What follows belongs to an exercise in optimizing a design on an open flow for small area, a short achievable clock period and few clock cycles per item; a production flow would make more cautious choices. The RTL was checked by simulation tests, not by an equivalence proof against the original design. Power is estimated from default activity; no workload was simulated.

==> flow/design.v, too long to show whole: its modules and the start of the top module <==
// module cov_sq_acc: 320 lines
// module cov_mac: 373 lines
// module covariance_accumulator: 147 lines
module covariance_accumulator
#(
   parameter int DATA_W = 16,
   parameter int LOG2_N = 2
) (
   input  logic              clk,
   input  logic              rst,
   input  logic              start,
   input  logic              in_valid,
   output logic              in_ready,
   input  logic [DATA_W-1:0] x_in,
   input  logic [DATA_W-1:0] y_in,
   output logic              bram_ena,
   output logic              bram_wea,
   output logic [1:0]        bram_addra,
   output logic [31:0]       bram_dina,
   output logic              busy,
   output logic              done
);
  // ...
==> flow/flow/run.sh <==
#!/bin/bash
# The standard layout, except that synthesis leaves the adder trees to ABC
# instead of mapping them onto full-adder cells (ADDER_MAP_FILE empty), and
# timing repair aims at a tighter period than the design's clock. The clock,
# constraints, registers and the rest of the flow are the standard ones.
set -euo pipefail
bash standard.sh ADDER_MAP_FILE= SETUP_SLACK_MARGIN=5.5 finish > flow_make.log 2>&1
==> flow/standard.sh <==
#!/bin/bash
# synth_recipe.tcl (not shown) runs the flow's synth.tcl, then flattens the netlist and writes it again
# the make line also repeats each setting of config.mk as NAME=value (left out here)
make -C /OpenROAD-flow-scripts/flow DESIGN_CONFIG=/design/flow/config.mk WORK_HOME=/design/flow/orfs CLKGATE_MAP_FILE= SYNTH_SCRIPT=/design/flow/synth_recipe.tcl "${@:-finish}"
==> flow/config.mk <==
export PLATFORM = sky130hd
export DESIGN_NAME = covariance_accumulator
export DESIGN_NICKNAME = covariance_accumulator
export VERILOG_FILES = /design/flow/design.v
export SDC_FILE = /design/flow/constraint.sdc
export NUM_CORES = 4
export LEC_CHECK = 0
export CAP_MARGIN = 20
export CORE_MARGIN = 2
export CORE_UTILIZATION = 40
export SETUP_SLACK_MARGIN = 5
export SLEW_MARGIN = 20
==> flow/constraint.sdc <==
create_clock -name core_clock -period 8.5 [get_ports {clk}]
set_input_delay 1.7000 -clock core_clock [delete_from_list [all_inputs] [get_ports {clk}]]
set_output_delay 1.7000 -clock core_clock [all_outputs]
set_load 0.01 [all_outputs]
==> qor.csv, run 1 <==
stage,metric,value,unit
cells_and_area,share of layout cells above drive strength 1,10.6,%
critical_path,reg2reg start,syy_q$_DFF_P_,
cells_and_area,CLK BUF,47,
pwr,Logic power comb,0.00915,W
critical_path,CP startpoint kind,flip-flop,
yosys,Netlist cell types,78,
detailed_routing,top routing layer used,met4,
floorplanning,Core Region,67300,µm²
yosys,"top cells by area, synth","xnor2_1, dfxtp_1, maj3_1",
outcome,status,no timing/DRC/antenna violations,
yosys,compound-cell area share of the yosys netlist,15.0,%
cells_and_area,clk tree area frac,4.51,%
detailed_routing,Final Routed Wirelength,88200,µm
cells_and_area,multi-input gate share of total cell area,64.3,%
timing,setup TNS,0,ns
cells_and_area,NonClk Buf Share,7.99,%
cells_and_area,antenna cell count,0,
pwr,switching part of the total,45.4,%
yosys,Ys Warns,1,
timing,Worst Tran Pin Value,0.697,ns
detailed_routing,via count,24000,
yosys,synthesized-area fraction occupied by adder cells,9.32,%
cells_and_area,Regs by FF count,"xy_c x34, xy_s x34",
cells_and_area,Layout fillers,6612,
cells_and_area,Post-layout nets,3527,
global_route,vias in the first global route,22800,
cts,post-CTS setup buffer count,33,
Testbench counts, summed over its fixed seeds: cycles 5,128, windows 512.
==> inputs of run 2 (changes only) <==
--- a/flow/flow/run.sh
+++ b/flow/flow/run.sh
@@ -5,3 +5,3 @@
 # constraints, registers and the rest of the flow are the standard ones.
 set -euo pipefail
-bash standard.sh ADDER_MAP_FILE= SETUP_SLACK_MARGIN=5.5 finish > flow_make.log 2>&1
+bash standard.sh ADDER_MAP_FILE= SETUP_SLACK_MARGIN=5.0 finish > flow_make.log 2>&1
==> qor.csv, run 2 <==
stage,metric,value,unit,change
critical_path,reg2reg start,two_q[3]$_DFF_P_,,
cells_and_area,Non-Filler Instances,4303,,
floorplanning,Initial Utilization,40.4,%,
yosys,"Seq/Total Area, Yosys",21.8,%,
critical_path,"Req. time, crit path",8.99,ns,
critical_path,FF-to-FF path depth,11,,
cts,CTS tree,built,,
cells_and_area,Layout fillers,6782,,+2.6%
yosys,Post-synth EDFFs,0,,
pwr,Cell Int Power,0.00710,W,
cts,total CTS buffers,41,,
pwr,Flop pwr share,21.3,%,
floorplanning,die width,265,µm,
cells_and_area,area grow syn2layout,10.1,%,
cts,clock transition at the registers of the reported paths,0.06,ns,
placement,Detail Placement HPWL,54200,µm,
cts,CTS max path bufs,3,,
cts,clk sinks,293,,
critical_path,crit path launch,two_q[3]$_DFF_P_,,
timing,Final Cycle Share,39.5,%,
cells_and_area,share of layout cells above drive strength 1,5.71,%,-4.8 points
yosys,"top cells by area, synth","xnor2_1, dfxtp_1, maj3_1",,
yosys,Netlist Area Pre-Place,27200,µm²,
cells_and_area,"commonest non-fill, non-tap cell in the layout",xnor2_1,,
global_route,gr ovfl total,0,,
cts,H-Tree Depth,2,,
outcome,status,no timing/DRC/antenna violations,,
worst_hold_path,worst hold stages,1,,
critical_path,Reg2Reg Capture Point,xy_c[18]$_DFF_P_,,
global_route,initial antenna violation count,0,,
timing,Slew Limit Fails,0,,
detailed_routing,via count,23100,,-3.6%
critical_path,CP cell instances,a22oi_1 -> xnor2_1 -> maj3_1 -> xor2_1 -> xnor2_1 -> nor2_1 -> o21ai_1 -> xnor2_1 -> xor2_1 -> xor2_1 -> xnor2_1,,
pwr,Power Dens Cells,434,nW/µm²,
yosys,post-synthesis mux area share,0.152,%,
timing,RSZ-0062 raised after global routing,false,,
detailed_routing,routed vias/inst,5.38,,
critical_path,Max stage delay on crit path,0.90,ns,
yosys,Yosys top cell area share,25.1,%,
detailed_routing,DRC viols,0,,
yosys,Post-synth top cells,"xnor2_1, nand2_1, dfxtp_1",,
placement,Placed Cells,4227,,
timing,setup TNS,0,ns,unchanged
yosys,synthesized-area fraction occupied by adder cells,9.32,%,unchanged
floorplanning,Die H,265,µm,
floorplanning,Core Region,67300,µm²,unchanged
critical_path,CP max stage cell,dfxtp_1,,
timing,post-layout min period,3.36,ns,
placement,port bufs,74,,
timing,Slew HR,28.3,%,
timing,Max Freq,297,MHz,
pwr,Clock Power Share,14.2,%,
yosys,Ys Warns,1,,unchanged
yosys,Post-Syn Nets,3482,,
yosys,cell count after synthesis,3446,,
yosys,Mean Syn Cell Area,7.89,µm²,
run,max cap viols,0,,
detailed_routing,DRT antenna net count,0,,
detailed_routing,post-DR wirelength/cell,18.6,µm,
critical_path,FF-to-FF setup slack,5.14,ns,
yosys,top-count cell post-synth,xnor2_1,,
cells_and_area,antenna cell count,0,,unchanged
timing,# setup viols final,0,,
detailed_routing,iteration-0 DRC count of the detailed router,1644,,
floorplanning,Rows,95,,
floorplanning,Boundary Pins,75,,
cells_and_area,most frequent cells in the layout,"xnor2_1, nand2_1, dfxtp_1",,
global_route,vias in the first global route,22300,,-2.2%
critical_path,crit path to,xy_c[18]$_DFF_P_,,
yosys,XOR/XNOR Fraction of Synth Area,33.3,%,
global_route,Tot GR Track Use,22.5,%,
yosys,largest family of logic cells by synthesized area,XOR/XNOR gates,,
timing,Post-Route Skew,0.0192,ns,
detailed_routing,drt first pass iters,8,,
cts,"Clk Latency, worst-skew pair",0.58,ns,
critical_path,crit end category,flip-flop,,
critical_path,WP data arrival,3.85,ns,
yosys,post-synth top area cell,xnor2_1,,
yosys,compound-cell area share of the yosys netlist,15.0,%,unchanged
timing,Worst Tran Pin Value,1.07,ns,+0.378 ns
yosys,Synth Area in Simple Gates,16.0,%,
pwr,share of total power in combinational logic,64.5,%,
critical_path,"Top cell by count, worst path",xnor2_1,,
timing,"Hold Vio Cnt, Final",0,,
placement,gpl congestion,0.859,,
detailed_routing,Final Routed Wirelength,80100,µm,-9.2%
yosys,Post-synth ARST share,3.75,%,
cts,Root Buffer,clkbuf_16,,
global_route,largest net degree at the start of global routing,75,,
critical_path,CP startpoint kind,flip-flop,,
yosys,Main synth FF type,dfxtp_1,,
yosys,Netlist cell types,78,,unchanged
global_route,first-pass GRT wire length,126000,µm,
cells_and_area,Post-layout nets,3435,,-2.6%
floorplanning,DIE AREA,70000,µm²,
pwr,leakage,10.2,nW,
critical_path,critical path class,reg2reg,,
cells_and_area,Regs by FF count,"xy_c x34, xy_s x34",,
yosys,#FFs+latches synth,293,,
pwr,peak supply drop,0.000207,V,
worst_hold_path,HP Class,reg2reg,,
pwr,switching part of the total,45.4,%,-0.089 points
pwr,switching power,0.00589,W,
critical_path,Worst Path Max Fanout,16,,
[run 2: changes by cell type in the layout (fill, tap and decap cells not counted), moves of 9 or more]
cell             delta
xnor2_1            +18
a21oi_4             -9
a21oi_1            +14
xnor2_2            -17
clkdlybuf4s50_1    +40
buf_12             -23
dfxtp_4            -25
dlygate4sd2_1      -36
clkbuf_16          -11
buf_4              -34
dfxtp_1            +23
[run 2: per-layer routing]
metal	GRT usage, %	up-vias	wire [µm]
met1	31.9	10900	37100
met2	36.2	722	35600
met4	5.60	0	1740
met5	0	-	0
met3	2.79	122	5690
li1	-	11400	-
[run 2: timing repair]
action | in CTS | in global routing
cloned | 0 | 1
buffers inserted | 0 | 1
setup endpoints to repair | 27 | 34
hold buffers | 0 | 0
pin swaps | 0 | 1
gates resized for setup | 9 | 15
[run 2: critical path: cells and delay by family, from the launching register on]
kind                       cells  cell delay, ns
xor gates and xnor gates       7            1.50
adders and majority gates      1            0.42
and+or+nand+nor                1            0.09
DFF                            1            0.90
AOI/OAI and AO/OA              2            0.38
[run 2: kinds of logic after synthesis]
| logic type | after synthesis |
|---|---|
| xor+xnor | 1020 |
| mux | 4 |
| buf+inv | 267 |
| flops | 293 |
| simple gates | 988 |
| compound gates | 622 |
| fa+ha+maj | 252 |
[run 2: final cells by class]
type / count / area (µm²) / share of cell area (%)
clock inverters: 27 / 349 / 1.17
repair buffers: 117 / 1130 / 3.79
inverters: 60 / 229 / 0.765
flip-flops and latches: 293 / 5950 / 19.9
multi-input cells: 2886 / 20100 / 67.1
well taps: 873 / 1090 / 3.65
clock buffers: 47 / 1090 / 3.64
[run 2: worst min-delay path by stage]
| stage | startpoint | end |
|---|---|---|
| after floorplan | yy_c[0]$_DFF_P_ | yy_s[0]$_DFF_P_ |
| after global placement | xx_c[0]$_DFF_P_ | xx_s[0]$_DFF_P_ |
| after detailed placement | yy_c[0]$_DFF_P_ | yy_s[0]$_DFF_P_ |
| after CTS | xx_c[0]$_DFF_P_ | xx_s[0]$_DFF_P_ |
| after global routing | xx_c[0]$_DFF_P_ | xx_s[0]$_DFF_P_ |
| final | xx_c[0]$_DFF_P_ | xx_s[0]$_DFF_P_ |
[run 2: power by group through the flow]
stage | logic, W | registers [W] | clock network (W)
after global placement | 0.00814 | 0.00278 | 0
after global routing | 0.00928 | 0.00281 | 0.00194
after CTS | 0.00832 | 0.00275 | 0.00189
final | 0.00838 | 0.00276 | 0.00185
after detailed placement | 0.00826 | 0.00277 | 0
after floorplan | 0.00699 | 0.00244 | 0
[run 2: metrics by stage]
stage	worst slack (ns)	area (µm²)	hold slack [ns]	util [%]	power, W
2_1_floorplan	5.76	27200	0.439	-	0.00943
3_3_place_gp	4.48	28400	0.454	42.1	0.0109
3_5_place_dp	4.40	28400	0.458	42.1	0.0110
4_1_cts	5.01	29800	0.464	44.3	0.0130
5_1_grt	5.00	29900	0.490	44.5	0.0140
6_report	5.14	29900	0.464	44.5	0.0130
==> module covariance_accumulator, before the edit <==
module covariance_accumulator
#(
   parameter int DATA_W = 16,
   parameter int LOG2_N = 2
) (
   input  logic              clk,
   input  logic              rst,
   input  logic              start,
   input  logic              in_valid,
   output logic              in_ready,
   input  logic [DATA_W-1:0] x_in,
   input  logic [DATA_W-1:0] y_in,
   output logic              bram_ena,
   output logic              bram_wea,
   output logic [1:0]        bram_addra,
   output logic [31:0]       bram_dina,
   output logic              busy,
   output logic              done
);
   localparam int ACC_W = pca_pkg::ACC_W;
   localparam int SQ_W  = ACC_W - 1;      
   logic       rdy_q, busy_q, ena_q, done_q;
   logic [1:0] cnt_q;                     
   logic [2:0] ph_q;                      
   logic [1:0] addr_q;
   logic [15:0]     xq, yq;               
   logic [7:0]      one_q, two_q, neg_q;  
   logic            first_q;              
   logic [SQ_W-1:0] xx_s, xx_c, yy_s, yy_c;
   logic [ACC_W-1:0] xy_s, xy_c;
   logic [SQ_W-1:0] xx_s_d, xx_c_d, yy_s_d, yy_c_d;
   logic [ACC_W-1:0] xy_s_d, xy_c_d;
   logic [31:0]     dina_q;
   logic            sxx_q, syy_q;         
   logic        accept;
   logic [15:0] xg, yg;
   logic [16:0] ye;
   logic [7:0]  one_d, two_d, neg_d;
   assign accept = in_valid & rdy_q;
   assign xg     = x_in & {16{accept}};
   assign yg     = y_in & {16{accept}};
   assign ye     = {yg, 1'b0};
   always_comb begin
      for (int k = 0; k < 8; k++) begin
         one_d[k] = ye[2*k+1] ^ ye[2*k];
         two_d[k] = (ye[2*k+2] & ~ye[2*k+1] & ~ye[2*k]) |
                    (~ye[2*k+2] & ye[2*k+1] & ye[2*k]);
         neg_d[k] = ye[2*k+2];
      end
   end
   always_ff @(posedge clk) begin
      xq      <= xg;
      yq      <= yg;
      one_q   <= one_d;
      two_q   <= two_d;
      neg_q   <= neg_d;
      first_q <= accept & (cnt_q == 2'd0);
   end
   cov_sq_acc u_xx (
      .x     (xq),
      .acc_s (xx_s & {SQ_W{~first_q}}),
      .acc_c (xx_c & {SQ_W{~first_q}}),
      .sum_s (xx_s_d),
      .sum_c (xx_c_d)
   );
   cov_mac u_xy (
      .x     (xq),
      .one   (one_q),
      .two   (two_q),
      .neg   (neg_q),
      .acc_s (xy_s & {ACC_W{~first_q}}),
      .acc_c (xy_c & {ACC_W{~first_q}}),
      .sum_s (xy_s_d),
      .sum_c (xy_c_d)
   );
   cov_sq_acc u_yy (
      .x     (yq),
      .acc_s (yy_s & {SQ_W{~first_q}}),
      .acc_c (yy_c & {SQ_W{~first_q}}),
      .sum_s (yy_s_d),
      .sum_c (yy_c_d)
   );
   logic [ACC_W-1:0] sel_s, sel_c, sel_sum;
   logic             sel_xy;
   always_comb begin
      sel_xy  = ~sxx_q & ~syy_q;
      sel_s   = ({1'b0, xx_s} & {ACC_W{sxx_q}}) | ({1'b0, yy_s} & {ACC_W{syy_q}}) |
                (xy_s & {ACC_W{sel_xy}});
      sel_c   = ({1'b0, xx_c} & {ACC_W{sxx_q}}) | ({1'b0, yy_c} & {ACC_W{syy_q}}) |
                (xy_c & {ACC_W{sel_xy}});
      sel_sum = sel_s + sel_c;
      sel_sum[ACC_W-1] = sel_sum[ACC_W-1] & sel_xy;
   end
   always_ff @(posedge clk) begin
      xx_s   <= xx_s_d;
      xx_c   <= xx_c_d;
      xy_s   <= xy_s_d;
      xy_c   <= xy_c_d;
      yy_s   <= yy_s_d;
      yy_c   <= yy_c_d;
      dina_q <= sel_sum[ACC_W-1:2];
      sxx_q  <= (ph_q == 3'd1);
      syy_q  <= (ph_q == 3'd2);
   end
   always_ff @(posedge clk or posedge rst) begin
      if (rst) begin
         rdy_q  <= 1'b0;
         busy_q <= 1'b0;
         ena_q  <= 1'b0;
         done_q <= 1'b0;
         cnt_q  <= 2'd0;
         ph_q   <= 3'd0;
         addr_q <= 2'd0;
      end else begin
         if (!busy_q && start) begin
            rdy_q  <= 1'b1;
            busy_q <= 1'b1;
         end
         if (accept) begin
            cnt_q <= cnt_q + 2'd1;
            if (cnt_q == 2'd3) begin
               rdy_q <= 1'b0;
               ph_q  <= 3'd1;
            end
         end
         if (ph_q != 3'd0) ph_q <= (ph_q == 3'd6) ? 3'd0 : ph_q + 3'd1;
         done_q <= (ph_q == 3'd5);
         if (ph_q == 3'd5) busy_q <= 1'b0;
         if (ph_q == 3'd2) ena_q <= 1'b1;
         if (ph_q == 3'd6) ena_q <= 1'b0;
         unique case (ph_q)
            3'd2:    addr_q <= 2'd0;
            3'd3:    addr_q <= 2'd3;
            3'd4:    addr_q <= 2'd1;
            3'd5:    addr_q <= 2'd2;
            default: addr_q <= addr_q;
         endcase
      end
   end
   assign in_ready   = rdy_q;
   assign busy       = busy_q;
   assign done       = done_q;
   assign bram_ena   = ena_q;
   assign bram_wea   = ena_q;
   assign bram_addra = addr_q;
   assign bram_dina  = dina_q;
endmodule
==> inputs of run 3 (changes only) <==
--- a/flow/design.v
+++ b/flow/design.v
@@ -730,5 +730,5 @@
    logic [ACC_W-1:0] xy_s_d, xy_c_d;
    logic [31:0]     dina_q;
-   logic            sxx_q, syy_q;         
+   logic            sxx_q, syy_q, sxy_q;  
    logic        accept;
    logic [15:0] xg, yg;
@@ -780,13 +780,11 @@
    );
    logic [ACC_W-1:0] sel_s, sel_c, sel_sum;
-   logic             sel_xy;
    always_comb begin
-      sel_xy  = ~sxx_q & ~syy_q;
       sel_s   = ({1'b0, xx_s} & {ACC_W{sxx_q}}) | ({1'b0, yy_s} & {ACC_W{syy_q}}) |
-                (xy_s & {ACC_W{sel_xy}});
+                (xy_s & {ACC_W{sxy_q}});
       sel_c   = ({1'b0, xx_c} & {ACC_W{sxx_q}}) | ({1'b0, yy_c} & {ACC_W{syy_q}}) |
-                (xy_c & {ACC_W{sel_xy}});
+                (xy_c & {ACC_W{sxy_q}});
       sel_sum = sel_s + sel_c;
-      sel_sum[ACC_W-1] = sel_sum[ACC_W-1] & sel_xy;
+      sel_sum[ACC_W-1] = sel_sum[ACC_W-1] & sxy_q;
    end
    always_ff @(posedge clk) begin
@@ -800,4 +798,5 @@
       sxx_q  <= (ph_q == 3'd1);
       syy_q  <= (ph_q == 3'd2);
+      sxy_q  <= (ph_q == 3'd3) || (ph_q == 3'd4);
    end
    always_ff @(posedge clk or posedge rst) begin
--- a/flow/flow/run.sh
+++ b/flow/flow/run.sh
@@ -5,3 +5,3 @@
 # constraints, registers and the rest of the flow are the standard ones.
 set -euo pipefail
-bash standard.sh ADDER_MAP_FILE= SETUP_SLACK_MARGIN=5.0 finish > flow_make.log 2>&1
+bash standard.sh ADDER_MAP_FILE= SETUP_SLACK_MARGIN=5.5 finish > flow_make.log 2>&1
==> qor.csv, run 3 <==
stage,metric,value,unit,change
cells_and_area,Layout fillers,6247,,-7.9%
yosys,Mean Syn Cell Area,7.91,µm²,+0.34%
timing,RSZ-0062 raised after global routing,true,,
critical_path,crit end category,flip-flop,,
critical_path,Worst Path Max Fanout,8,,-8
global_route,vias in the first global route,21800,,-2.2%
detailed_routing,routed vias/inst,5.40,,+0.52%
cells_and_area,share of layout cells above drive strength 1,11.9,%,+6.2 points
placement,port bufs,74,,unchanged
floorplanning,Boundary Pins,75,,unchanged
yosys,"Seq/Total Area, Yosys",22.5,%,+0.66 points
cells_and_area,area grow syn2layout,20.2,%,
cells_and_area,fin util,48.5,%,+4.0 points
cts,H-Tree Depth,2,,unchanged
floorplanning,DIE AREA,68200,µm²,-2.6%
cts,cts hold-fix bufs,0,,unchanged
cells_and_area,"commonest non-fill, non-tap cell in the layout",xnor2_1,,
timing,setup TNS,0,ns,unchanged
yosys,Post-synth top cells,"xnor2_1, nand2_1, dfxtp_1",,
global_route,largest net degree at the start of global routing,69,,-8.0%
cells_and_area,Multi-input gate area,20000,µm²,-0.42%
yosys,Netlist cell types,64,,-18%
timing,Post-Route Skew,0.0228,ns,+0.00366 ns
worst_hold_path,HP Class,reg2reg,,
placement,Detail Placement HPWL,51400,µm,-5.2%
cts,Root Buffer,clkbuf_16,,
timing,Max Freq,292,MHz,-1.8%
cells_and_area,Non-Filler Instances,4353,,+1.2%
critical_path,crit path to,dina_q[31]$_DFF_P_,,
detailed_routing,via count,23500,,+1.7%
detailed_routing,met1 WL,39200,µm,+5.6%
yosys,post-synth top area cell,xnor2_1,,
cts,clk sinks,294,,+0.34%
outcome,status,no timing/DRC/antenna violations,,
yosys,cell count after synthesis,3344,,-3.0%
critical_path,critical path class,reg2reg,,
timing,Slew Limit Fails,0,,unchanged
global_route,gr ovfl total,0,,unchanged
cts,CTS tree,built,,
pwr,leakage,11.1,nW,+9.4%
critical_path,reg2reg start,syy_q$_DFF_P_,,
detailed_routing,DRT antenna net count,0,,unchanged
cts,"Clk Latency, worst-skew pair",0.57,ns,about the same
yosys,Post-Syn Nets,3380,,-2.9%
cells_and_area,Regs by FF count,"xy_c x34, xy_s x34",,
cells_and_area,antenna cell count,0,,unchanged
global_route,first-pass GRT wire length,123000,µm,-2.3%
yosys,Netlist Area Pre-Place,26500,µm²,-2.6%
yosys,Post-synth EDFFs,0,,unchanged
critical_path,CP max stage cell,a222oi_1,,
pwr,Power Dens Cells,398,nW/µm²,-8.3%
cells_and_area,register area,6060,µm²,+1.9%
detailed_routing,DRC viols,0,,unchanged
critical_path,FF-to-FF path depth,14,,+3
detailed_routing,Final Routed Wirelength,82800,µm,+3.3%
cts,total CTS buffers,37,,-9.8%
cells_and_area,most frequent cells in the layout,"xnor2_1, nand2_1, maj3_1",,
yosys,Main synth FF type,dfxtp_1,,
detailed_routing,post-DR wirelength/cell,19.0,µm,+2.1%
pwr,peak supply drop,0.000145,V,-30%
detailed_routing,iteration-0 DRC count of the detailed router,2286,,+39%
cells_and_area,Post-layout nets,3497,,+1.8%
floorplanning,Initial Utilization,40.3,%,-0.075 points
timing,Worst Tran Pin Value,0.931,ns,-0.144 ns
placement,Placed Cells,4113,,-2.7%
timing,Slew HR,37.9,%,+9.7 points
yosys,"top cells by area, synth","xnor2_1, dfxtp_1, maj3_1",,
floorplanning,Die H,261,µm,-1.3%
yosys,Ys Warns,1,,unchanged
timing,post-layout min period,3.42,ns,+0.0619 ns
floorplanning,die width,261,µm,-1.3%
critical_path,"Top cell by count, worst path",o221ai_4,,
run,max cap viols,0,,unchanged
floorplanning,Rows,94,,-1.1%
critical_path,CP cell instances,buf_12 -> buf_4 -> buf_16 -> a222oi_1 -> a211o_1 -> o221ai_4 -> a2bb2oi_4 -> o221ai_4 -> a21oi_4 -> a31oi_4 -> o311ai_4 -> o2bb2ai_4 -> a41oi_2 -> mux2i_1,,
yosys,Yosys top cell area share,25.5,%,+0.38 points
detailed_routing,drt first pass iters,10,,+2
timing,Final Cycle Share,40.3,%,+0.73 points
detailed_routing,met3 routed WL,6130,µm,+7.7%
cts,clock transition at the registers of the reported paths,0.06,ns,about the same
critical_path,WP data arrival,3.92,ns,+0.07 ns
global_route,Tot GR Track Use,22.9,%,+0.39 points
global_route,initial antenna violation count,1,,+1
critical_path,Max stage delay on crit path,0.48,ns,-0.42 ns
timing,# setup viols final,0,,unchanged
critical_path,crit path launch,syy_q$_DFF_P_,,
critical_path,CP startpoint kind,flip-flop,,
yosys,#FFs+latches synth,294,,+0.34%
yosys,Post-synth ARST share,3.74,%,-0.013 points
critical_path,FF-to-FF setup slack,5.08,ns,-0.06 ns
floorplanning,Core Region,65600,µm²,-2.5%
cts,CTS max path bufs,3,,unchanged
critical_path,Reg2Reg Capture Point,dina_q[31]$_DFF_P_,,
yosys,top-count cell post-synth,xnor2_1,,
placement,gpl congestion,0.861,,+0.24%
timing,"Hold Vio Cnt, Final",0,,unchanged
critical_path,"Req. time, crit path",9.00,ns,about the same
detailed_routing,DR WL met2,35400,µm,-0.64%
detailed_routing,top routing layer used,met4,,
## run 3: logic make-up (layout without fill, tap and decap cells)
kind of cell             count (synthesis)  after routing  share of synthesized area, %
buffers and inverters                  267            412                          3.89
flip-flops                             294            294                          22.5
multiplexers                             4              4                         0.156
AND/OR/NAND/NOR                        946            946                          15.6
AO/OA/AOI/OAI                          560            560                          14.1
adder cells (fa/ha/maj)                255            255                          9.66
XOR/XNOR                              1018           1018                          34.1
## run 3: power breakdown
group / leakage [nW] / total [W] / switching (W) / internal, W
Clock: 0.657 / 0.00172 / 0.000671 / 0.00105
Sequential: 2.51 / 0.00276 / 0.000708 / 0.00205
Combinational: 7.93 / 0.00819 / 0.00415 / 0.00404
## run 3: cell type report
cell class,count,share of cell area [%]
timing repair buffer,284,9.79
sequential,294,19.1
multi-input combinational,2783,62.9
clock inverter,17,0.708
clock buffer,50,3.41
tap,864,3.40
inverter,61,0.775
## run 3: routing by layer
layer | global-route usage, % | vias to the layer above
met4 | 6.80 | 0
li1 | - | 11500
met5 | 0 | -
met1 | 33.0 | 11100
met3 | 3.29 | 153
met2 | 35.3 | 801
## run 3: critical path: cells and delay by family, from the launching register on
| kind | cells | cell delay [ns] |
|---|---|---|
| buffers and inverters | 3 | 0.42 |
| AOI/OAI and AO/OA | 10 | 2.33 |
| DFF | 1 | 0.39 |
| muxes | 1 | 0.20 |
## run 3: timing repair
| action | CTS | global route |
|---|---|---|
| gates resized for setup | 173 | 132 |
| cloned | 8 | 9 |
| buffers inserted | 107 | 49 |
| setup endpoints to repair | 156 | 71 |
| pin swaps | 67 | 50 |
## run 3: how the worst min path moves through the flow
stage                       to       startpoint  depth (start not counted)
6_report       xx_s[0]$_DFF_P_  xx_c[0]$_DFF_P_                          1
3_3_place_gp   xx_s[0]$_DFF_P_  xx_c[0]$_DFF_P_                          1
5_1_grt        xx_s[0]$_DFF_P_  xx_c[0]$_DFF_P_                          1
3_5_place_dp   yy_s[0]$_DFF_P_  yy_c[0]$_DFF_P_                          1
4_1_cts        yy_s[0]$_DFF_P_  yy_c[0]$_DFF_P_                          1
2_1_floorplan  yy_s[0]$_DFF_P_  yy_c[0]$_DFF_P_                          1
## run 3: metrics by stage
step                      power [W]  hold WS, ns  worst slack, ns  area, µm²
after floorplan             0.00842        0.438             5.34      26500
after global placement      0.00973        0.462             4.32      27800
after detailed placement    0.00984        0.463             4.26      27800
after CTS                    0.0122        0.473             5.19      30700
after global routing         0.0135        0.482             4.95      31800
final                        0.0127        0.476             5.08      31800
Testbench counts of run 3, summed over its fixed seeds: cycles 5,128, windows 512.
==> inputs of run 4 (changes only) <==
--- a/flow/config.mk
+++ b/flow/config.mk
@@ -6,4 +6,5 @@
 export NUM_CORES = 4
 export LEC_CHECK = 0
+export ABC_AREA = 1
 export CAP_MARGIN = 20
 export CORE_MARGIN = 2
==> qor.csv, run 4 <==
stage,metric,value,unit,change
floorplanning,die width,279,µm,+6.6%
timing,# setup viols final,0,,unchanged
worst_hold_path,worst hold stages,2,,+1
yosys,#FFs+latches synth,294,,unchanged
pwr,Power Dens Cells,366,nW/µm²,-8.1%
cts,CTS tree,built,,
yosys,Post-Syn Nets,5554,,+64%
yosys,cell count after synthesis,5518,,+65%
detailed_routing,Final Routed Wirelength,105000,µm,+27%
cells_and_area,area grow syn2layout,9.13,%,
cts,Root Buffer,clkbuf_16,,
yosys,"Seq/Total Area, Yosys",19.7,%,-2.7 points
global_route,initial antenna violation count,1,,unchanged
yosys,Netlist Area Pre-Place,30200,µm²,+14%
detailed_routing,DRC viols,0,,unchanged
critical_path,Reg2Reg Capture Point,xy_c[7]$_DFF_P_,,
critical_path,FF-to-FF path depth,10,,-4
floorplanning,Core Region,74600,µm²,+14%
timing,setup TNS,0,ns,unchanged
cts,clk sinks,294,,unchanged
critical_path,CP max stage cell,dfrtp_1,,
floorplanning,Boundary Pins,75,,unchanged
worst_hold_path,hold_sp,yy_c[0]$_DFF_P_,,
timing,Final Cycle Share,34.7,%,-5.5 points
detailed_routing,DR WL met2,45700,µm,+29%
timing,RSZ-0062 raised after global routing,false,,
yosys,post-synth top area cell,nand2_1,,
yosys,Ys Warns,1,,unchanged
critical_path,crit end category,output port,,
critical_path,Worst Path Max Fanout,3,,-5
run,max cap viols,0,,unchanged
placement,gpl congestion,0.922,,+7.1%
cells_and_area,Layout fillers,8166,,+31%
worst_hold_path,HP Class,reg2reg,,
detailed_routing,top routing layer used,met4,,
pwr,leakage,18.3,nW,+64%
yosys,top-count cell post-synth,nand2_1,,
timing,Worst Tran Pin Value,1.01,ns,+0.0751 ns
critical_path,"Req. time, crit path",6.80,ns,-2.20 ns
yosys,"top cells by area, synth","nand2_1, dfxtp_1, xor2_1",,
pwr,peak supply drop,0.000149,V,+2.4%
cells_and_area,Multi-input gate area,20800,µm²,+4.2%
critical_path,Worst Path Buf+Inv,1,,-2
global_route,first-pass GRT wire length,162000,µm,+32%
cells_and_area,antenna cell count,0,,unchanged
placement,port bufs,74,,unchanged
cts,CTS max path bufs,3,,unchanged
detailed_routing,met3 routed WL,8210,µm,+34%
critical_path,reg2reg start,two_q[0]$_DFF_P_,,
critical_path,CP startpoint kind,flip-flop,,
detailed_routing,via count,33300,,+41%
outcome,status,no timing/DRC/antenna violations,,
cells_and_area,"commonest non-fill, non-tap cell in the layout",nand2_1,,
timing,"Hold Vio Cnt, Final",0,,unchanged
detailed_routing,post-DR wirelength/cell,16.1,µm,-15%
yosys,Netlist cell types,54,,-16%
floorplanning,DIE AREA,77600,µm²,+14%
cells_and_area,most frequent cells in the layout,"nand2_1, inv_1, nand3_1",,
yosys,Main synth FF type,dfxtp_1,,
yosys,Mean Syn Cell Area,5.46,µm²,-31%
floorplanning,Initial Utilization,40.4,%,+0.12 points
cts,H-Tree Depth,2,,unchanged
detailed_routing,iteration-0 DRC count of the detailed router,2455,,+7.4%
cts,cts hold-fix bufs,0,,unchanged
critical_path,Max stage delay on crit path,0.39,ns,-0.09 ns
timing,final setup margin,5.55,ns,+0.471 ns
yosys,Post-synth EDFFs,0,,unchanged
timing,post-layout min period,2.95,ns,-0.471 ns
timing,Slew HR,32.8,%,-5.1 points
global_route,gr ovfl total,0,,unchanged
cells_and_area,Post-layout nets,5545,,+59%
cells_and_area,Regs by FF count,"xy_c x34, xy_s x34",,
timing,Post-Route Skew,0.0290,ns,+0.00623 ns
detailed_routing,met1 WL,47500,µm,+21%
critical_path,CP cell instances,dlygate4sd2_1,,
critical_path,critical path class,reg2out,,
critical_path,CP top delay family,flip-flops,,
critical_path,WP data arrival,1.25,ns,-2.67 ns
critical_path,FF-to-FF setup slack,5.66,ns,+0.58 ns
cts,"Clk Latency, worst-skew pair",0.60,ns,+0.03 ns
detailed_routing,routed vias/inst,5.11,,-5.4%
floorplanning,Die H,279,µm,+6.6%
timing,Slew Limit Fails,0,,unchanged
detailed_routing,DRT antenna net count,0,,unchanged
placement,Detail Placement HPWL,76000,µm,+48%
global_route,Tot GR Track Use,26.4,%,+3.5 points
timing,Max Freq,339,MHz,+16%
yosys,Yosys top cell area share,31.2,%,+5.7 points
yosys,Post-synth ARST share,3.74,%,unchanged
placement,Setup WS pre-CTS,4.80,ns,+0.539 ns
global_route,vias in the first global route,30000,,+38%
yosys,Post-synth top cells,"nand2_1, inv_1, nand3_1",,
cells_and_area,register area,5970,µm²,-1.5%
cts,total CTS buffers,39,,+5.4%
cts,clock transition at the registers of the reported paths,0.06,ns,about the same
worst_hold_path,Hold Path Sink,yy_s[0]$_DFF_P_,,
floorplanning,Rows,100,,+6.4%
global_route,largest net degree at the start of global routing,91,,+32%
detailed_routing,drt first pass iters,6,,-4
cells_and_area,share of layout cells above drive strength 1,3.97,%,-7.9 points
==> run 4: cell types whose count changed in the layout (fill, tap and decap cells not counted), moves of 66 or more <==
cell / delta
nand2_1: +2012
xnor2_1: -644
inv_1: +536
nand3_1: +472
maj3_1: -238
nor2_1: +129
a22oi_1: -112
buf_4: -99
nor2b_1: -79
xor2_1: +76
a222oi_1: -66
==> run 4: power breakdown <==
part	internal, W	total [W]	switching (W)	leakage [nW]
clock network	0.00105	0.00179	0.000745	0.640
logic	0.00269	0.00770	0.00501	15.1
registers	0.00205	0.00256	0.000516	2.50
total	0.00579	0.0121	0.00627	18.3
==> run 4: worst max-delay path by stage <==
stage	startpoint	end	depth (start not counted)
after floorplan	in_valid	one_q[7]$_DFF_P_	6
after global placement	first_q$_DFF_P_	yy_c[17]$_DFF_P_	15
after detailed placement	first_q$_DFF_P_	yy_c[17]$_DFF_P_	15
after CTS	ena_q$_DFFE_PP0P_	bram_wea	1
after global routing	two_q[1]$_DFF_P_	xy_c[13]$_DFF_P_	16
final	ena_q$_DFFE_PP0P_	bram_ena	1
==> run 4: kinds of logic after synthesis <==
group | after synthesis | synth area share (%)
compound gates | 466 | 8.79
xor+xnor | 424 | 12.4
fa+ha+maj | 2 | 0.0664
buf+inv | 795 | 11.2
flops | 294 | 19.7
simple gates | 3537 | 47.8
==> run 4: cell type report <==
type                            count  area share [%]
Multi-Input combinational cell   4429            63.3
Sequential cell                   294            18.1
Inverter                          626            7.24
Tap cell                          969            3.68
Timing Repair Buffer              119            3.46
Clock buffer                       48            3.19
Clock inverter                     24           0.962
==> run 4: what timing repair did <==
action | in CTS | in global routing
pin swaps | 0 | 0
setup buffers | 0 | 5
endpoints found under the setup margin | 139 | 94
gates cloned | 0 | 1
resized for setup | 48 | 38
==> run 4: stage by stage <==
| step | power [W] | area (µm²) | cells | hold slack, ns | util (%) |
|---|---|---|---|---|---|
| floorplan | 0.00837 | 30200 | 5518 | 0.403 | - |
| global placement | 0.0101 | 31400 | 6431 | 0.407 | 42.1 |
| detailed placement | 0.0102 | 31400 | 6431 | 0.411 | 42.1 |
| CTS | 0.0120 | 32700 | 6503 | 0.419 | 43.9 |
| global route | 0.0133 | 32900 | 6509 | 0.440 | 44.1 |
| finish | 0.0121 | 32900 | 6509 | 0.417 | 44.1 |
==> run 4: layer usage <==
layer,up-vias,GRT usage [%]
met5,-,0
met4,0,8.92
met3,184,3.49
met2,1154,43.5
met1,14800,35.6
li1,17100,-
==> inputs of run 5 (changes only) <==
--- a/flow/config.mk
+++ b/flow/config.mk
@@ -9,5 +9,5 @@
 export CAP_MARGIN = 20
 export CORE_MARGIN = 2
-export CORE_UTILIZATION = 40
+export CORE_UTILIZATION = 55
 export SETUP_SLACK_MARGIN = 5
 export SLEW_MARGIN = 20
==> qor.csv, run 5 <==
stage,metric,value,unit,change
cts,Root Buffer,clkbuf_16,,
cells_and_area,area grow syn2layout,8.15,%,
yosys,Netlist Area Pre-Place,30200,µm²,unchanged
yosys,top-count cell post-synth,nand2_1,,
global_route,Tot GR Track Use,35.9,%,+9.5 points
critical_path,CP cell instances,dlygate4sd2_1,,
critical_path,crit end category,output port,,
yosys,"Seq/Total Area, Yosys",19.7,%,unchanged
critical_path,critical path class,reg2out,,
timing,post-layout min period,2.96,ns,+0.00797 ns
yosys,Ys Warns,1,,unchanged
cts,CTS max path bufs,3,,unchanged
cells_and_area,"commonest non-fill, non-tap cell in the layout",nand2_1,,
pwr,leakage,18.3,nW,+0.32%
yosys,cell count after synthesis,5518,,unchanged
yosys,"top cells by area, synth","nand2_1, dfxtp_1, xor2_1",,
critical_path,CP startpoint kind,flip-flop,,
placement,Area after DPL,31000,µm²,-1.1%
cts,H-Tree Depth,2,,unchanged
floorplanning,die width,238,µm,-15%
yosys,Post-Syn Nets,5554,,unchanged
critical_path,Worst Path Buf+Inv,1,,unchanged
yosys,Main synth FF type,dfxtp_1,,
outcome,status,no timing/DRC/antenna violations,,
cells_and_area,Post-layout nets,5552,,+0.13%
global_route,initial antenna violation count,3,,+2
global_route,gr ovfl total,0,,unchanged
critical_path,CP top delay family,flip-flops,,
yosys,Post-synth ARST share,3.74,%,unchanged
cells_and_area,share of layout cells above drive strength 1,4.13,%,+0.16 points
detailed_routing,Final Routed Wirelength,104000,µm,-1.3%
floorplanning,Die H,238,µm,-15%
timing,# setup viols final,0,,unchanged
timing,Slew HR,32.2,%,-0.61 points
detailed_routing,post-DR wirelength/cell,16.6,µm,+2.9%
global_route,largest net degree at the start of global routing,89,,-2.2%
placement,Detail Placement HPWL,74200,µm,-2.4%
detailed_routing,drt first pass iters,9,,+3
cts,cts hold-fix bufs,0,,unchanged
placement,port bufs,74,,unchanged
cells_and_area,most frequent cells in the layout,"nand2_1, inv_1, nand3_1",,
pwr,Power Dens Cells,369,nW/µm²,+0.86%
floorplanning,Initial Utilization,55.8,%,+15 points
yosys,Mean Syn Cell Area,5.46,µm²,unchanged
global_route,first-pass GRT wire length,161000,µm,-1.1%
critical_path,Max stage delay on crit path,0.39,ns,about the same
timing,RSZ-0062 raised after global routing,true,,
global_route,vias in the first global route,30100,,+0.10%
placement,gpl congestion,0.965,,+4.7%
run,max cap viols,0,,unchanged
cells_and_area,Regs by FF count,"xy_c x34, xy_s x34",,
timing,"Hold Vio Cnt, Final",0,,unchanged
detailed_routing,DRT antenna net count,0,,unchanged
floorplanning,Boundary Pins,75,,unchanged
yosys,Post-synth EDFFs,0,,unchanged
critical_path,FF-to-FF setup slack,5.62,ns,-0.04 ns
cts,"Clk Latency, worst-skew pair",0.60,ns,about the same
floorplanning,DIE AREA,56700,µm²,-27%
pwr,peak supply drop,0.000215,V,+45%
timing,Post-Route Skew,0.0262,ns,-0.00285 ns
cts,clock transition at the registers of the reported paths,0.06,ns,about the same
critical_path,"Req. time, crit path",6.80,ns,about the same
detailed_routing,routed vias/inst,5.41,,+5.9%
critical_path,Worst Path Max Fanout,3,,unchanged
detailed_routing,via count,33800,,+1.6%
detailed_routing,iteration-0 DRC count of the detailed router,3038,,+24%
floorplanning,Core Region,54000,µm²,-28%
pwr,Overall Power,0.0120,W,about the same
critical_path,WP data arrival,1.26,ns,about the same
yosys,#FFs+latches synth,294,,unchanged
timing,Max Freq,338,MHz,-0.27%
cts,CTS tree,built,,
cts,total CTS buffers,39,,unchanged
worst_hold_path,HP Class,reg2reg,,
timing,Worst Tran Pin Value,1.02,ns,+0.00918 ns
timing,setup TNS,0,ns,unchanged
yosys,Yosys top cell area share,31.2,%,unchanged
cells_and_area,Finished Cell Area,32600,µm²,-0.90%
yosys,post-synth top area cell,nand2_1,,
yosys,Netlist cell types,54,,unchanged
yosys,Post-synth top cells,"nand2_1, inv_1, nand3_1",,
critical_path,CP max stage cell,dfrtp_1,,
floorplanning,Rows,85,,-15%
detailed_routing,DRC viols,0,,unchanged
timing,Final Cycle Share,34.8,%,+0.094 points
timing,Slew Limit Fails,0,,unchanged
cts,clk sinks,294,,unchanged
## run 5: layout make-up
class	instances	area (µm²)
clock buffers	54	1130
clock inverters	17	228
diodes	2	5.00
flip-flops and latches	294	5970
well taps	696	871
fillers	5554	21400
multi-input cells	4429	20800
repair buffers	126	1190
inverters	626	2390
## run 5: cell families after synthesis
| family | count (synthesis) | share of synthesized area [%] |
|---|---|---|
| AND/OR/NAND/NOR | 3537 | 47.8 |
| buffers and inverters | 795 | 11.2 |
| AO/OA/AOI/OAI | 466 | 8.79 |
| XOR/XNOR | 424 | 12.4 |
| flip-flops | 294 | 19.7 |
| adder cells (fa/ha/maj) | 2 | 0.0664 |
## run 5: path summary, 6_finish.rpt
kind / start / endpoint / depth (start not counted)
setup / recovery: busy_q$_DFFE_PP0P_ / busy / 1
hold / removal: yy_c[0]$_DFF_P_ / yy_s[0]$_DFF_P_ / 2
setup reg to reg: xq[15]$_DFF_P_ / xy_c[23]$_DFF_P_ / 15
hold reg to reg: yy_c[0]$_DFF_P_ / yy_s[0]$_DFF_P_ / 2
max in group asynchronous: rst / ph_q[1]$_DFFE_PP0P_ / 2
min in group asynchronous: rst / cnt_q[1]$_DFFE_PP0P_ / 2
## run 5: what timing repair did
item,in CTS,in global routing
cloned,0,1
setup buffers,0,11
setup endpoints to repair,134,98
gates resized for setup,48,35
## run 5: worst min-delay path, stage by stage, from the launching register on
cell	delay [ns]
dfxtp_1	0.30
inv_1	0.05
nor2_1	0.03
## run 5: where the power goes
part / switching [W] / internal (W) / total (W)
Combinational: 0.00503 / 0.00270 / 0.00773
Sequential: 0.000495 / 0.00205 / 0.00254
Clock: 0.000714 / 0.00106 / 0.00178
## run 5: through the flow
stage | setup slack [ns] | std cells | utilization (%) | hold WS, ns
after floorplan | 5.77 | 5518 | - | 0.403
after global placement | 4.74 | 6159 | 57.5 | 0.411
after detailed placement | 4.67 | 6159 | 57.5 | 0.414
after CTS | 5.52 | 6230 | 59.9 | 0.426
after global routing | 5.42 | 6242 | 60.3 | 0.439
final | 5.54 | 6244 | 60.4 | 0.424
## run 5: per-layer routing
metal	share of wire (%)	vias up	global-route usage, %
li1	-	17200	-
met1	42	14900	46.7
met2	43	1446	58.8
met3	10	253	6.19
met4	4.2	2	14.9
met5	0.013	-	0
==> inputs of run 6 (changes only) <==
--- a/flow/flow/run.sh
+++ b/flow/flow/run.sh
@@ -5,3 +5,3 @@
 # constraints, registers and the rest of the flow are the standard ones.
 set -euo pipefail
-bash standard.sh ADDER_MAP_FILE= SETUP_SLACK_MARGIN=5.5 finish > flow_make.log 2>&1
+bash standard.sh ADDER_MAP_FILE= SETUP_SLACK_MARGIN=5.8 finish > flow_make.log 2>&1
--- a/flow/config.mk
+++ b/flow/config.mk
@@ -9,5 +9,5 @@
 export CAP_MARGIN = 20
 export CORE_MARGIN = 2
-export CORE_UTILIZATION = 55
+export CORE_UTILIZATION = 40
 export SETUP_SLACK_MARGIN = 5
 export SLEW_MARGIN = 20
==> qor.csv, run 6 <==
stage,metric,value,unit,change
outcome,status,no timing/DRC/antenna violations,,
detailed_routing,Final Routed Wirelength,108000,µm,+4.6%
pwr,leakage,18.6,nW,+1.5%
pwr,Power Dens Cells,366,nW/µm²,-0.96%
cts,total CTS buffers,40,,+2.6%
detailed_routing,drt first pass iters,6,,-3
detailed_routing,routed vias/inst,5.13,,-5.2%
placement,Detail Placement HPWL,76000,µm,+2.5%
timing,setup TNS,0,ns,unchanged
critical_path,Worst Path Buf+Inv,1,,unchanged
cts,"Clk Latency, worst-skew pair",0.60,ns,about the same
critical_path,CP Depth,1,,unchanged
cells_and_area,most frequent cells in the layout,"nand2_1, inv_1, nand3_1",,
yosys,#FFs+latches synth,294,,unchanged
floorplanning,Die H,279,µm,+17%
critical_path,Max stage delay on crit path,0.38,ns,about the same
yosys,Post-synth top cells,"nand2_1, inv_1, nand3_1",,
floorplanning,die width,279,µm,+17%
worst_hold_path,worst hold stages,2,,unchanged
yosys,Netlist Area Pre-Place,30200,µm²,unchanged
pwr,peak supply drop,0.000169,V,-21%
global_route,largest net degree at the start of global routing,91,,+2.2%
global_route,gr ovfl total,0,,unchanged
detailed_routing,post-DR wirelength/cell,16.5,µm,-0.27%
yosys,post-synth top area cell,nand2_1,,
cells_and_area,antenna cell count,0,,-2
run,max cap viols,0,,unchanged
critical_path,critical path class,reg2out,,
yosys,"Seq/Total Area, Yosys",19.7,%,unchanged
timing,Post-Route Skew,0.0395,ns,+0.0133 ns
yosys,Post-synth EDFFs,0,,unchanged
floorplanning,Boundary Pins,75,,unchanged
timing,Hold Worst Slack,0.420,ns,-0.00348 ns
timing,RSZ-0062 raised after global routing,true,,
timing,Max Freq,358,MHz,+6.0%
detailed_routing,DRT antenna net count,0,,unchanged
cells_and_area,Finished Cell Area,33800,µm²,+3.6%
timing,Slew Limit Fails,0,,unchanged
yosys,"top cells by area, synth","nand2_1, dfxtp_1, xor2_1",,
yosys,Ys Warns,1,,unchanged
critical_path,CP max stage cell,dfrtp_1,,
yosys,Yosys top cell area share,31.2,%,unchanged
timing,Final Cycle Share,32.8,%,-2.0 points
critical_path,crit end category,output port,,
cells_and_area,Regs by FF count,"xy_c x34, xy_s x34",,
yosys,top-count cell post-synth,nand2_1,,
placement,port bufs,74,,unchanged
cts,H-Tree Depth,2,,unchanged
global_route,vias in the first global route,30100,,+0.090%
cts,CTS tree,built,,
critical_path,CP top delay family,flip-flops,,
worst_hold_path,HP Class,reg2reg,,
critical_path,FF-to-FF path depth,14,,-1
timing,Worst Tran Pin Value,0.616,ns,-0.399 ns
yosys,Netlist cell types,54,,unchanged
cts,CTS max path bufs,3,,unchanged
detailed_routing,DRC viols,0,,unchanged
cells_and_area,"commonest non-fill, non-tap cell in the layout",nand2_1,,
cts,Root Buffer,clkbuf_16,,
timing,"Hold Vio Cnt, Final",0,,unchanged
floorplanning,Rows,100,,+18%
cells_and_area,area grow syn2layout,12.1,%,
yosys,Main synth FF type,dfxtp_1,,
floorplanning,DIE AREA,77600,µm²,+37%
critical_path,"Req. time, crit path",6.80,ns,about the same
floorplanning,Core Region,74600,µm²,+38%
floorplanning,Initial Utilization,40.4,%,-15 points
cells_and_area,fin util,45.3,%,-15 points
critical_path,Worst Path Max Fanout,2,,-1
global_route,Tot GR Track Use,26.4,%,-9.6 points
yosys,Post-synth ARST share,3.74,%,unchanged
placement,gpl congestion,0.913,,-5.5%
timing,# setup viols final,0,,unchanged
global_route,initial antenna violation count,0,,-3
pwr,Overall Power,0.0124,W,+2.6%
critical_path,CP cell instances,buf_2,,
cells_and_area,Post-layout nets,5584,,+0.58%
yosys,Post-Syn Nets,5554,,unchanged
yosys,cell count after synthesis,5518,,unchanged
global_route,first-pass GRT wire length,162000,µm,+0.62%
critical_path,CP startpoint kind,flip-flop,,
placement,Area after DPL,31400,µm²,+1.1%
yosys,Mean Syn Cell Area,5.46,µm²,unchanged
timing,Slew HR,58.6,%,+26 points
critical_path,WP data arrival,1.09,ns,-0.17 ns
cts,clock transition at the registers of the reported paths,0.06,ns,about the same
cells_and_area,share of layout cells above drive strength 1,6.29,%,+2.2 points
cts,cts hold-fix bufs,0,,unchanged
cts,clk sinks,294,,unchanged
detailed_routing,via count,33600,,-0.63%
detailed_routing,iteration-0 DRC count of the detailed router,3031,,-0.23%
timing,post-layout min period,2.79,ns,-0.169 ns
## run 6: cell counts after synthesis
No cell type changed its count.
## run 6: path summary, 6_finish.rpt
| path | to | startpoint | slack (ns) |
|---|---|---|---|
| setup / recovery | busy | busy_q$_DFFE_PP0P_ | 5.71 |
| hold / removal | xx_s[0]$_DFF_P_ | xx_c[0]$_DFF_P_ | 0.42 |
| setup reg to reg | dina_q[24]$_DFF_P_ | sxy_q$_DFF_P_ | 5.93 |
| hold reg to reg | xx_s[0]$_DFF_P_ | xx_c[0]$_DFF_P_ | 0.42 |
| max in group asynchronous | cnt_q[1]$_DFFE_PP0P_ | rst | 6.78 |
| min in group asynchronous | ena_q$_DFFE_PP0P_ | rst | 1.43 |
## run 6: cell type report
cell class,count,area (µm²)
Multi-Input combinational cell,4429,21000
Clock inverter,13,250
Tap cell,969,1210
Sequential cell,294,6000
Timing Repair inverter,1,11.3
Clock buffer,60,1170
Timing Repair Buffer,156,1770
Inverter,626,2440
Fill cell,8010,40800
## run 6: kinds of logic after synthesis
kind of cell / count (synthesis) / synth area share (%)
fa+ha+maj: 2 / 0.0664
buf+inv: 795 / 11.2
simple gates: 3537 / 47.8
xor+xnor: 424 / 12.4
compound gates: 466 / 8.79
flops: 294 / 19.7
## run 6: what timing repair did
item	in CTS	in global routing
gates cloned	0	10
setup buffers	12	20
setup endpoints to repair	186	167
resized for setup	204	154
pin swaps	0	1
## run 6: through the flow
| stage | std cells | setup WS (ns) |
|---|---|---|
| finish | 6548 | 5.71 |
| global route | 6548 | 5.67 |
| CTS | 6518 | 5.68 |
| detailed placement | 6433 | 4.80 |
| global placement | 6433 | 4.82 |
| floorplan | 5518 | 5.86 |
## run 6: per-layer routing
| layer | wire (µm) | GRT usage, % | vias up |
|---|---|---|---|
| met5 | 0 | 0 | - |
| met1 | 49300 | 35.4 | 15000 |
| li1 | - | - | 17200 |
| met4 | 4040 | 10.1 | 0 |
| met2 | 46900 | 43.1 | 1131 |
| met3 | 8160 | 3.21 | 215 |
## run 6: power breakdown
part	switching [W]	internal (W)	total (W)
Combinational	0.00513	0.00283	0.00795
Sequential	0.000517	0.00206	0.00257
Clock	0.000704	0.00113	0.00184
==> inputs of run 7 (changes only) <==
--- a/flow/flow/run.sh
+++ b/flow/flow/run.sh
@@ -5,3 +5,3 @@
 # constraints, registers and the rest of the flow are the standard ones.
 set -euo pipefail
-bash standard.sh ADDER_MAP_FILE= SETUP_SLACK_MARGIN=5.8 finish > flow_make.log 2>&1
+bash standard.sh ADDER_MAP_FILE= SETUP_SLACK_MARGIN=5.65 finish > flow_make.log 2>&1
==> qor.csv, run 7 <==
stage,metric,value,unit,change
outcome,status,no timing/DRC/antenna violations,,
yosys,"Seq/Total Area, Yosys",19.7,%,unchanged
placement,Detail Placement HPWL,76000,µm,about the same
pwr,leakage,18.3,nW,-1.4%
floorplanning,die width,279,µm,unchanged
run,max cap viols,0,,unchanged
yosys,Post-synth EDFFs,0,,unchanged
cells_and_area,antenna cell count,0,,unchanged
cts,"Clk Latency, worst-skew pair",0.61,ns,about the same
cts,H-Tree Depth,2,,unchanged
detailed_routing,routed vias/inst,5.12,,-0.28%
critical_path,CP cell instances,clkdlybuf4s15_1,,
critical_path,CP top delay family,flip-flops,,
yosys,Post-synth ARST share,3.74,%,unchanged
detailed_routing,drt first pass iters,8,,+2
timing,Final Cycle Share,33.1,%,+0.26 points
yosys,top-count cell post-synth,nand2_1,,
yosys,Post-Syn Nets,5554,,unchanged
yosys,Post-synth top cells,"nand2_1, inv_1, nand3_1",,
pwr,Power Dens Cells,366,nW/µm²,about the same
floorplanning,Rows,100,,unchanged
cts,CTS tree,built,,
timing,Slew HR,59.2,%,+0.65 points
global_route,largest net degree at the start of global routing,91,,unchanged
critical_path,CP startpoint kind,flip-flop,,
floorplanning,Initial Utilization,40.4,%,unchanged
global_route,gr ovfl total,0,,unchanged
yosys,Yosys top cell area share,31.2,%,unchanged
yosys,Netlist cell types,54,,unchanged
timing,post-layout min period,2.81,ns,+0.0224 ns
placement,Area after DPL,31400,µm²,about the same
yosys,#FFs+latches synth,294,,unchanged
critical_path,critical path class,reg2out,,
cts,clock transition at the registers of the reported paths,0.06,ns,about the same
timing,Max Freq,355,MHz,-0.80%
cts,Root Buffer,clkbuf_16,,
floorplanning,Boundary Pins,75,,unchanged
timing,Slew Limit Fails,0,,unchanged
floorplanning,DIE AREA,77600,µm²,unchanged
timing,Worst Tran Pin Value,0.607,ns,-0.00966 ns
pwr,peak supply drop,0.000149,V,-12%
timing,setup TNS,0,ns,unchanged
cells_and_area,"commonest non-fill, non-tap cell in the layout",nand2_1,,
critical_path,CP max stage cell,dfxtp_1,,
global_route,Tot GR Track Use,26.5,%,+0.11 points
detailed_routing,DRC viols,0,,unchanged
critical_path,crit end category,output port,,
placement,Placed Cells,6431,,-0.031%
placement,port bufs,74,,unchanged
floorplanning,Die H,279,µm,unchanged
yosys,Main synth FF type,dfxtp_1,,
timing,RSZ-0062 raised after global routing,true,,
yosys,Mean Syn Cell Area,5.46,µm²,unchanged
detailed_routing,iteration-0 DRC count of the detailed router,2603,,-14%
timing,# setup viols final,0,,unchanged
yosys,cell count after synthesis,5518,,unchanged
cells_and_area,Post-layout nets,5562,,-0.39%
placement,gpl congestion,0.922,,+1.1%
yosys,Ys Warns,1,,unchanged
detailed_routing,post-DR wirelength/cell,16.4,µm,-1.0%
yosys,post-synth top area cell,nand2_1,,
cells_and_area,most frequent cells in the layout,"nand2_1, inv_1, nand3_1",,
detailed_routing,Final Routed Wirelength,107000,µm,-1.4%
timing,Hold Worst Slack,0.419,ns,-0.00191 ns
cells_and_area,Regs by FF count,"xy_c x34, xy_s x34",,
timing,Post-Route Skew,0.0320,ns,-0.00751 ns
cells_and_area,Finished Cell Area,33200,µm²,-1.6%
critical_path,Worst Path Buf+Inv,1,,unchanged
global_route,vias in the first global route,30100,,-0.11%
worst_hold_path,HP Class,reg2reg,,
cts,clk sinks,294,,unchanged
cts,CTS max path bufs,3,,unchanged
detailed_routing,via count,33400,,-0.61%
floorplanning,Core Region,74600,µm²,unchanged
global_route,first-pass GRT wire length,162000,µm,+0.58%
yosys,"top cells by area, synth","nand2_1, dfxtp_1, xor2_1",,
cells_and_area,Non-Filler Instances,6526,,-0.34%
global_route,initial antenna violation count,0,,unchanged
cts,total CTS buffers,39,,-2.5%
critical_path,FF-to-FF setup slack,5.77,ns,-0.16 ns
yosys,Netlist Area Pre-Place,30200,µm²,unchanged
detailed_routing,DRT antenna net count,0,,unchanged
critical_path,Max stage delay on crit path,0.31,ns,-0.07 ns
timing,"Hold Vio Cnt, Final",0,,unchanged
cells_and_area,area grow syn2layout,10.2,%,
critical_path,Worst Path Max Fanout,1,,-1
cells_and_area,share of layout cells above drive strength 1,5.24,%,-1.1 points
critical_path,"Req. time, crit path",6.80,ns,about the same
critical_path,WP data arrival,1.11,ns,+0.02 ns
run 7: cell types whose count changed in the layout (fill, tap and decap cells not counted), sizes merged:
cell           before  now
bufinv              6    5
clkinv              7    9
buf               107   73
clkinvlp           11   17
clkdlybuf4s15       0   17
inv               616  620
clkbuf             74   58
run 7: cell families (layout without fill, tap and decap cells):
logic type	count (synthesis)	after routing	synth area share, %
AOI/OAI and AO/OA	466	466	8.79
buffers and inverters	795	834	11.2
and+or+nand+nor	3537	3537	47.8
xor gates and xnor gates	424	424	12.4
DFF	294	294	19.7
adders and majority gates	2	2	0.0664
run 7: layout make-up:
cell class,instances,area [µm²]
Fill cell,8136,41300
Multi-Input combinational cell,4429,20900
Sequential cell,294,5980
Inverter,626,2420
Timing Repair Buffer,135,1390
Tap cell,969,1210
Clock buffer,48,1050
Clock inverter,24,317
Timing Repair inverter,1,11.3
run 7: path summary, 6_finish.rpt:
check | from | endpoint | cells past startpoint
max in group asynchronous | rst | rdy_q$_DFF_PP0_ | 2
max | dina_q[24]$_DFF_P_ | bram_dina[24] | 1
min in group asynchronous | rst | ph_q[1]$_DFFE_PP0P_ | 2
max reg2reg | sxy_q$_DFF_P_ | dina_q[28]$_DFF_P_ | 12
min | yy_c[0]$_DFF_P_ | yy_s[0]$_DFF_P_ | 2
min reg2reg | yy_c[0]$_DFF_P_ | yy_s[0]$_DFF_P_ | 2
run 7: stage by stage:
stage,utilization (%),setup WS [ns],power (W)
CTS,44.0,5.65,0.0120
finish,44.6,5.69,0.0122
floorplan,-,5.77,0.00837
global placement,42.1,4.84,0.0101
detailed placement,42.1,4.80,0.0102
global route,44.6,5.65,0.0134
run 7: per-layer routing:
metal  global-route usage [%]  vias up  wire [µm]
met5                        0        -          0
met4                     8.84        0       3630
met3                     3.61      205       8740
met2                     43.5     1113      46500
met1                     35.6    14900      48000
li1                         -    17200          -
run 7: what timing repair did:
action / CTS / global route
resized for setup: 144 / 89
hold buffers: 0 / 0
setup endpoints to repair: 161 / 105
setup buffers: 5 / 14
cloned: 0 / 4
run 7: where the power goes:
group / total [W] / internal [W] / switching [W]
clock: 0.00180 / 0.00105 / 0.000747
sequential: 0.00257 / 0.00205 / 0.000521
combinational: 0.00779 / 0.00275 / 0.00504
==> inputs of run 8 (changes only) <==
--- a/flow/config.mk
+++ b/flow/config.mk
@@ -6,5 +6,4 @@
 export NUM_CORES = 4
 export LEC_CHECK = 0
-export ABC_AREA = 1
 export CAP_MARGIN = 20
 export CORE_MARGIN = 2
==> qor.csv, run 8 <==
stage,metric,value,unit,change
timing,post-layout min period,3.42,ns,+0.608 ns
cts,cts hold-fix bufs,0,,unchanged
global_route,largest net degree at the start of global routing,69,,-24%
outcome,status,no timing/DRC/antenna violations,,
detailed_routing,DRC viols,0,,unchanged
global_route,gr ovfl total,0,,unchanged
yosys,"Seq/Total Area, Yosys",22.5,%,+2.7 points
yosys,Post-synth top cells,"xnor2_1, nand2_1, dfxtp_1",,
critical_path,"Req. time, crit path",8.98,ns,+2.18 ns
critical_path,critical path class,reg2reg,,
placement,Placed Cells,4114,,-36%
timing,RSZ-0062 raised after global routing,true,,
yosys,Netlist Area Pre-Place,26500,µm²,-12%
cells_and_area,Post-layout nets,3528,,-37%
cells_and_area,Regs by FF count,"xy_c x34, xy_s x34",,
timing,Max Freq,292,MHz,-18%
detailed_routing,iteration-0 DRC count of the detailed router,2441,,-6.2%
floorplanning,die width,261,µm,-6.2%
critical_path,WP data arrival,3.90,ns,+2.79 ns
cells_and_area,antenna cell count,0,,unchanged
floorplanning,Rows,94,,-6.0%
timing,"Hold Vio Cnt, Final",0,,unchanged
yosys,top-count cell post-synth,xnor2_1,,
cts,"Clk Latency, worst-skew pair",0.58,ns,-0.03 ns
global_route,vias in the first global route,22000,,-27%
yosys,Netlist cell types,64,,+19%
yosys,Post-synth ARST share,3.74,%,unchanged
global_route,first-pass GRT wire length,126000,µm,-23%
pwr,switching power,0.00562,W,-11%
run,max cap viols,0,,unchanged
cells_and_area,fin util,50.0,%,+5.4 points
detailed_routing,post-DR wirelength/cell,19.8,µm,+21%
floorplanning,Initial Utilization,40.3,%,-0.12 points
yosys,#FFs+latches synth,294,,unchanged
pwr,share of total power in combinational logic,65.7,%,+1.6 points
cells_and_area,Non-Filler Instances,4380,,-33%
global_route,initial antenna violation count,2,,+2
placement,port bufs,74,,unchanged
yosys,Post-Syn Nets,3380,,-39%
cts,H-Tree Depth,2,,unchanged
cells_and_area,share of layout cells above drive strength 1,16.8,%,+12 points
cells_and_area,area grow syn2layout,24.0,%,
cts,total CTS buffers,36,,-7.7%
pwr,switching part of the total,43.7,%,-8.2 points
timing,Hold Worst Slack,0.468,ns,+0.0491 ns
critical_path,crit end category,flip-flop,,
timing,Final Cycle Share,40.3,%,+7.2 points
floorplanning,Boundary Pins,75,,unchanged
pwr,peak supply drop,0.000153,V,+2.4%
pwr,Flop pwr share,21.4,%,+0.2 points
yosys,Ys Warns,1,,unchanged
cts,CTS tree,built,,
yosys,"top cells by area, synth","xnor2_1, dfxtp_1, maj3_1",,
detailed_routing,DRT antenna net count,0,,unchanged
global_route,Tot GR Track Use,23.5,%,-2.9 points
timing,Slew Limit Fails,0,,unchanged
yosys,cell count after synthesis,3344,,-39%
yosys,Main synth FF type,dfxtp_1,,
timing,Slew HR,46.3,%,-13 points
timing,Worst Tran Pin Value,0.805,ns,+0.198 ns
timing,setup TNS,0,ns,unchanged
cts,Root Buffer,clkbuf_16,,
critical_path,CP startpoint kind,flip-flop,,
timing,# setup viols final,0,,unchanged
worst_hold_path,HP Class,reg2reg,,
detailed_routing,routed vias/inst,5.51,,+7.7%
detailed_routing,via count,24100,,-28%
cts,clk sinks,294,,unchanged
cells_and_area,most frequent cells in the layout,"xnor2_1, nand2_1, xor2_1",,
cells_and_area,"commonest non-fill, non-tap cell in the layout",xnor2_1,,
placement,Detail Placement HPWL,51000,µm,-33%
detailed_routing,drt first pass iters,9,,+1
floorplanning,Die H,261,µm,-6.2%
yosys,Yosys top cell area share,25.5,%,-5.7 points
floorplanning,DIE AREA,68200,µm²,-12%
pwr,Power Dens Cells,392,nW/µm²,+7.3%
pwr,leakage,11.6,nW,-37%
floorplanning,Core Region,65600,µm²,-12%
cts,CTS max path bufs,3,,unchanged
yosys,Post-synth EDFFs,0,,unchanged
yosys,post-synth top area cell,xnor2_1,,
pwr,Clock Power Share,12.9,%,-1.9 points
timing,Post-Route Skew,0.0328,ns,+0.000805 ns
critical_path,Worst Path Max Fanout,17,,+16
pwr,Cell Int Power,0.00725,W,+24%
placement,gpl congestion,0.853,,-7.5%
yosys,Mean Syn Cell Area,7.91,µm²,+45%
cts,clock transition at the registers of the reported paths,0.07,ns,about the same
detailed_routing,Final Routed Wirelength,86800,µm,-19%
-- run 8: cell types whose count changed after synthesis, moves of 80 or more --
| cell | delta |
|---|---|
| nand3_1 | -472 |
| inv_1 | -535 |
| nor2_1 | -127 |
| nor2b_1 | +80 |
| a22oi_1 | +116 |
| buf_2 | -85 |
| nand2_1 | -2012 |
| xnor2_1 | +660 |
| maj3_1 | +250 |
| clkbuf_1 | +144 |
-- run 8: final timing paths --
check | from | end | slack, ns | cells past startpoint
worst max register to register | syy_q$_DFF_P_ | dina_q[31]$_DFF_P_ | 5.08 | 13
worst max-delay path | syy_q$_DFF_P_ | dina_q[31]$_DFF_P_ | 5.08 | 13
min in group asynchronous | rst | done_q$_DFF_PP0_ | 1.45 | 2
worst min-delay path | xx_c[0]$_DFF_P_ | xx_s[0]$_DFF_P_ | 0.47 | 1
max in group asynchronous | rst | rdy_q$_DFF_PP0_ | 6.72 | 2
worst min register to register | xx_c[0]$_DFF_P_ | xx_s[0]$_DFF_P_ | 0.47 | 1
-- run 8: stage by stage --
step           cell area, µm²  setup slack [ns]  total power, W
3_3_place_gp            27800              4.31         0.00973
2_1_floorplan           26600              5.34         0.00843
3_5_place_dp            27800              4.26         0.00983
6_report                32800              5.08          0.0129
4_1_cts                 31300              5.18          0.0122
5_1_grt                 32800              4.98          0.0137
-- run 8: worst max-delay path, stage by stage (launching register included) --
cell	delay (ns)
dfxtp_4	0.39
buf_6	0.15
buf_16	0.15
a222oi_1	0.55
nor2_1	0.20
nand4_1	0.19
o2111ai_2	0.16
nor4bb_4	0.19
a21oi_4	0.25
a31oi_4	0.15
o311ai_4	0.34
o2bb2ai_4	0.13
a41oi_1	0.22
mux2i_1	0.23
-- run 8: logic make-up (layout without fill, tap and decap cells) --
kind of cell | after synthesis | count (layout) | synth area share (%)
muxes | 4 | 4 | 0.156
adders and majority gates | 255 | 255 | 9.66
and+or+nand+nor | 946 | 946 | 15.6
DFF | 294 | 294 | 22.5
xor gates and xnor gates | 1018 | 1018 | 34.1
buffers and inverters | 267 | 439 | 3.89
AOI/OAI and AO/OA | 560 | 560 | 14.1
-- run 8: layout make-up --
class / instances / area (µm²)
fillers: 6105 / 32800
repair buffers: 316 / 3640
clock inverters: 17 / 241
inverters: 61 / 248
well taps: 864 / 1080
flip-flops and latches: 294 / 6100
multi-input cells: 2783 / 20500
clock buffers: 45 / 1030
-- run 8: per-layer routing --
metal / wire length, µm / vias to the layer above / share of wire, % / track usage [%]
li1: - / 11600 / - / -
met1: 38900 / 11300 / 45 / 33.8
met2: 36900 / 1033 / 43 / 36.8
met3: 7690 / 216 / 8.9 / 2.62
met4: 3240 / 2 / 3.7 / 7.29
met5: 12 / - / 0.014 / 0
-- run 8: power by group through the flow --
stage | Combinational [W] | Sequential, W | Clock, W
2_1_floorplan | 0.00603 | 0.00240 | 0
5_1_grt | 0.00922 | 0.00279 | 0.00173
3_5_place_dp | 0.00710 | 0.00273 | 0
4_1_cts | 0.00783 | 0.00272 | 0.00169
3_3_place_gp | 0.00699 | 0.00274 | 0
6_report | 0.00846 | 0.00275 | 0.00166
-- run 8: timing repair --
item,4_1_cts,5_1_grt
pin swaps,63,68
gates resized for setup,342,188
gates cloned,19,12
setup endpoints to repair,184,103
endpoints found under the hold margin,0,0
setup buffers,122,51

[separate check: timing with driven ports]
The results above use ideal ports. As a check the final layouts listed here were re-extracted and re-timed, cells and wires unchanged.
Step 1, drivers: a clkbuf_16 drives clk and a buf_2 each remaining input, both assumed.
Step 2 adds t to the input delays and takes it off the output delays; t is the mean of the earliest and latest rising clock arrival at the registers after step 1. Input paths then give back, and output paths get back, about the clock's delay inside the block.
Slacks: no drivers / after step 1 / after step 2; pairs: no drivers / after step 1.
run | t (ns) | slack for setup (ns) | slew at the worst register clock pin (ns) | pins driven straight from the clock port
run 1 | 0.635 | 5.449 / 5.449 / 5.449 | 0.07 / 0.07 | 1
run 2 | 0.632 | 5.139 / 5.139 / 4.716 | 0.07 / 0.07 | 1
run 3 | 0.622 | 5.077 / 5.077 / 5.077 | 0.07 / 0.07 | 1
run 4 | 0.651 | 5.548 / 5.484 / 5.199 | 0.06 / 0.06 | 1
run 5 | 0.653 | 5.540 / 5.476 / 5.251 | 0.07 / 0.07 | 1
run 6 | 0.643 | 5.708 / 5.644 / 5.293 | 0.07 / 0.07 | 1
run 7 | 0.653 | 5.686 / 5.622 / 5.280 | 0.06 / 0.06 | 1
run 8 | 0.618 | 5.077 / 5.077 / 5.077 | 0.07 / 0.07 | 1
After both steps setup and hold are still met in every run listed. The setup slack of run 2, which loses most, moves by 0.000 ns with the drivers and by -0.423 ns with both steps.
